Background: an optimization exercise with open tools, aiming at small area. Do not read the settings as production practice. Only simulation tests tie the RTL to the original design; equivalence was not proved. Power is estimated from default activity; no workload was simulated.

==> flow/design.v <==
module rf_a22o (input logic a1, a2, b1, b2, output logic y);
  assign y = (a1 & a2) | (b1 & b2);
endmodule
module rf_and2 (input logic a, b, output logic y);
  assign y = a & b;
endmodule
module rf_or2 (input logic a, b, output logic y);
  assign y = a | b;
endmodule
module rf_a222oi (input logic a1, a2, b1, b2, c1, c2, output logic y);
  assign y = ~((a1 & a2) | (b1 & b2) | (c1 & c2));
endmodule
module rf_nand2 (input logic a, b, output logic y);
  assign y = ~(a & b);
endmodule
module rf_nand3 (input logic a, b, c, output logic y);
  assign y = ~(a & b & c);
endmodule
module rf_nand4 (input logic a, b, c, d, output logic y);
  assign y = ~(a & b & c & d);
endmodule
module rf_or3 (input logic a, b, c, output logic y);
  assign y = a | b | c;
endmodule
module rf_rd_bit (
  input  logic [31:0] sel,
  input  logic [31:0] q,
  output logic        y
);
  logic [10:0] l;
  logic [2:0]  h;
  for (genvar g = 0; g < 10; g++) begin : g_aoi
    rf_a222oi u (.a1(sel[3*g+1]), .a2(q[3*g+1]),
                 .b1(sel[3*g+2]), .b2(q[3*g+2]),
                 .c1(sel[3*g+3]), .c2(q[3*g+3]), .y(l[g]));
  end
  rf_nand2 u_l10 (.a(sel[31]), .b(q[31]), .y(l[10]));
  rf_nand4 u_h0 (.a(l[0]), .b(l[1]), .c(l[2]),  .d(l[3]), .y(h[0]));
  rf_nand4 u_h1 (.a(l[4]), .b(l[5]), .c(l[6]),  .d(l[7]), .y(h[1]));
  rf_nand3 u_h2 (.a(l[8]), .b(l[9]), .c(l[10]),           .y(h[2]));
  rf_or3   u_o  (.a(h[0]), .b(h[1]), .c(h[2]), .y(y));
endmodule
module register_file #(
  parameter int DATA_WIDTH   = 32,
  parameter int ADDR_WIDTH   = 5,
  parameter int WRITE_BYPASS = 0
) (
  input  logic                  clk,
  input  logic                  reset,
  input  logic                  reg_write,
  input  logic [ADDR_WIDTH-1:0] rs1_addr,
  input  logic [ADDR_WIDTH-1:0] rs2_addr,
  input  logic [ADDR_WIDTH-1:0] rd_addr,
  input  logic [DATA_WIDTH-1:0] rd_data,
  output logic [DATA_WIDTH-1:0] rs1_data,
  output logic [DATA_WIDTH-1:0] rs2_data
);
  localparam int DEPTH = 2**ADDR_WIDTH;
  if (DATA_WIDTH == 32 && ADDR_WIDTH == 5 && WRITE_BYPASS == 0) begin : g_opt
    logic [31:0] regs [1:31];
    logic [31:0] nxt  [1:31];
    logic [31:0] load, hold, sel1, sel2;
    logic [3:0]  wlo, wlon, r1lo, r2lo;
    logic [7:0]  whi, whin, r1hi, r2hi;
    for (genvar j = 0; j < 4; j++) begin : g_lo
      assign wlo[j]  = (rd_addr[1:0] == j);
      assign wlon[j] = !reset && (rd_addr[1:0] != j);
      assign r1lo[j] = (rs1_addr[1:0] == j);
      assign r2lo[j] = (rs2_addr[1:0] == j);
    end
    for (genvar k = 0; k < 8; k++) begin : g_hi
      assign whi[k]  = reg_write && !reset && (rd_addr[4:2] == k);
      assign whin[k] = !reset && !(reg_write && (rd_addr[4:2] == k));
      assign r1hi[k] = (rs1_addr[4:2] == k);
      assign r2hi[k] = (rs2_addr[4:2] == k);
    end
    assign load[0] = 1'b0;
    assign hold[0] = 1'b0;
    assign sel1[0] = 1'b0;
    assign sel2[0] = 1'b0;
    for (genvar r = 1; r < 32; r++) begin : g_dec
      rf_and2 u_load (.a(wlo[r % 4]),  .b(whi[r / 4]),  .y(load[r]));
      rf_or2  u_hold (.a(wlon[r % 4]), .b(whin[r / 4]), .y(hold[r]));
      rf_and2 u_sel1 (.a(r1lo[r % 4]), .b(r1hi[r / 4]), .y(sel1[r]));
      rf_and2 u_sel2 (.a(r2lo[r % 4]), .b(r2hi[r / 4]), .y(sel2[r]));
    end
    for (genvar r = 1; r < 32; r++) begin : g_row
      for (genvar b = 0; b < 32; b++) begin : g_bit
        rf_a22o u_bit (.a1(regs[r][b]), .a2(hold[r]), .b1(rd_data[b]), .b2(load[r]),
                       .y(nxt[r][b]));
      end
      always_ff @(posedge clk) regs[r] <= nxt[r];
    end
    for (genvar b = 0; b < 32; b++) begin : g_col
      logic [31:0] col;
      assign col[0] = 1'b0;
      for (genvar r = 1; r < 32; r++) begin : g_c
        assign col[r] = regs[r][b];
      end
      rf_rd_bit u_rd1 (.sel(sel1), .q(col), .y(rs1_data[b]));
      rf_rd_bit u_rd2 (.sel(sel2), .q(col), .y(rs2_data[b]));
    end
  end else begin : g_gen
    logic [DEPTH-1:0][DATA_WIDTH-1:0] regs;
    logic wr_en;
    assign wr_en = reg_write && !reset && (rd_addr != '0);
    always_ff @(posedge clk) begin
      if (reset)      regs <= '0;
      else if (wr_en) regs[rd_addr] <= rd_data;
    end
    always_comb begin
      rs1_data = regs[rs1_addr];
      if ((WRITE_BYPASS != 0) && wr_en && (rs1_addr == rd_addr)) rs1_data = rd_data;
      if (rs1_addr == '0) rs1_data = '0;
      rs2_data = regs[rs2_addr];
      if ((WRITE_BYPASS != 0) && wr_en && (rs2_addr == rd_addr)) rs2_data = rd_data;
      if (rs2_addr == '0) rs2_data = '0;
    end
  end
endmodule
clock: 6.0 ns
lec_check: 0
abc_area: 0
cap_margin: 5
core_margin: 2
core_utilization: 55
cts_buf_list: sky130_fd_sc_hd__clkbuf_16
cts_cluster_diameter: 80
cts_cluster_size: 30
gpl_timing_driven: 0
place_density: 0.8
slew_margin: 5
synth_hierarchical: 1
synth_minimum_keep_size: 0
standard.sh (not shown) runs the stock make flow with config.mk's settings and CLKGATE_MAP_FILE= SYNTH_SCRIPT=/design/flow/synth_recipe.tcl, a recipe that flattens the netlist after the stock synthesis.
==> flow/flow/run.sh <==
#!/bin/bash
# Standard ORFS layout with these changes:
#  - port buffers are plain buffers (buffer_ports otherwise picks a slow delay cell);
#  - before repair_design, the drivers of high-fanout nets are upsized
#    (flow/presize.tcl), so repair_design needs few buffers;
#  - clock tree synthesis uses clkbuf_16 on larger sink clusters and inserts no dummy loads.
# ORFS writes each step's full log under orfs/logs/; make's output goes to standard_make.log.
set -euo pipefail
here=$(pwd)
export BUFFER_PORTS_ARGS="-buffer_cell sky130_fd_sc_hd__buf_1"
export PRE_RESIZE_TCL="$here/flow/presize.tcl"
export CTS_ARGS="-sink_clustering_enable -repair_clock_nets -dont_use_dummy_load -buf_list sky130_fd_sc_hd__clkbuf_16 -sink_clustering_size 30 -sink_clustering_max_diameter 80"
bash standard.sh finish > standard_make.log 2>&1
==> flow/flow/presize.tcl <==
# PRE_RESIZE hook: before repair_design, upsize the drivers of high-fanout
# signal nets (the register file's row and column lines) so that
# repair_design does not have to buffer them.
proc presize_fanout_drivers { min_fanout mid_fanout } {
  set n 0
  foreach net [[ord::get_db_block] getNets] {
    if {[$net getSigType] ne "SIGNAL"} continue
    set drv ""
    set sinks 0
    foreach it [$net getITerms] {
      if {[$it isOutputSignal]} { set drv [$it getInst] } else { incr sinks }
    }
    if {$drv eq "" || $sinks < $mid_fanout} continue
    set wants [expr {$sinks >= $min_fanout ? {4 2} : {2}}]
    set m [[$drv getMaster] getName]
    if {![regexp {^(sky130_fd_sc_hd__\w+)_(\d+)$} $m -> base sz]} continue
    if {[string match "*df*" $base]} continue
    foreach want $wants {
      if {$sz >= $want} break
      set cand "${base}_$want"
      if {[[ord::get_db] findMaster $cand] ne "NULL" && [lsearch $::env(DONT_USE_CELLS) $cand] < 0} {
        replace_cell [$drv getName] $cand
        incr n
        break
      }
    }
  }
  puts "presize: upsized $n drivers"
}
presize_fanout_drivers 16 6
The first run finished clean.
Edit:
--- a/flow/config.mk
+++ b/flow/config.mk
@@ -9,10 +9,10 @@
 export CAP_MARGIN = 5
 export CORE_MARGIN = 2
-export CORE_UTILIZATION = 55
+export CORE_UTILIZATION = 48
 export CTS_BUF_LIST = sky130_fd_sc_hd__clkbuf_16
 export CTS_CLUSTER_DIAMETER = 80
 export CTS_CLUSTER_SIZE = 30
 export GPL_TIMING_DRIVEN = 0
-export PLACE_DENSITY = 0.8
+export PLACE_DENSITY = 0.6
 export SLEW_MARGIN = 5
 export SYNTH_HIERARCHICAL = 1
Effect:
- fmax goes up by 2.9%
- total power goes up by 2.1%
- count of clock-buffer cells in the layout goes up by 4
- cell area goes up by 0.65%
- worst hold slack stays flat
- routed wire length goes up by 7.3%
- sequential power hardly moves
- clock skew stays the same
- synthesized area does not change
- core utilization goes down by 6.9 points
- combinational power goes up by 2.8%

separate check: timing with driven ports:
The results above use ideal ports. As a check the final layouts listed here were re-extracted and re-timed, cells and wires unchanged. Step 1 (the two cells are an assumption about what drives the block):
set clk [get_ports {clk}]
set_driving_cell -lib_cell sky130_fd_sc_hd__clkbuf_16 $clk
set_driving_cell -lib_cell sky130_fd_sc_hd__buf_2 [delete_from_list [all_inputs] $clk]
Step 2 moves the port delays by t, midway between the first and last clock arrival at a register: inputs arrive t later, outputs are due t later. That takes back most of the time a late clock gives input paths. Slacks: ideal ports / drivers / drivers and shift; pairs: ideal ports / drivers.
run	t (ns)	setup slack, ns	worst setup path at the end	latest minus earliest clock arrival (ns)	worst slew at a driven data input, ns
the first run	0.710	0.770 / 0.689 / 0.689	input to output	0.055 / 0.055	0.14
the second run	0.707	0.917 / 0.895 / 0.895	input to output	0.074 / 0.073	0.13
After both steps setup and hold are still met in every run listed. The setup slack of the first run, which loses most, moves by -0.081 ns with the drivers and by -0.081 ns with both steps.
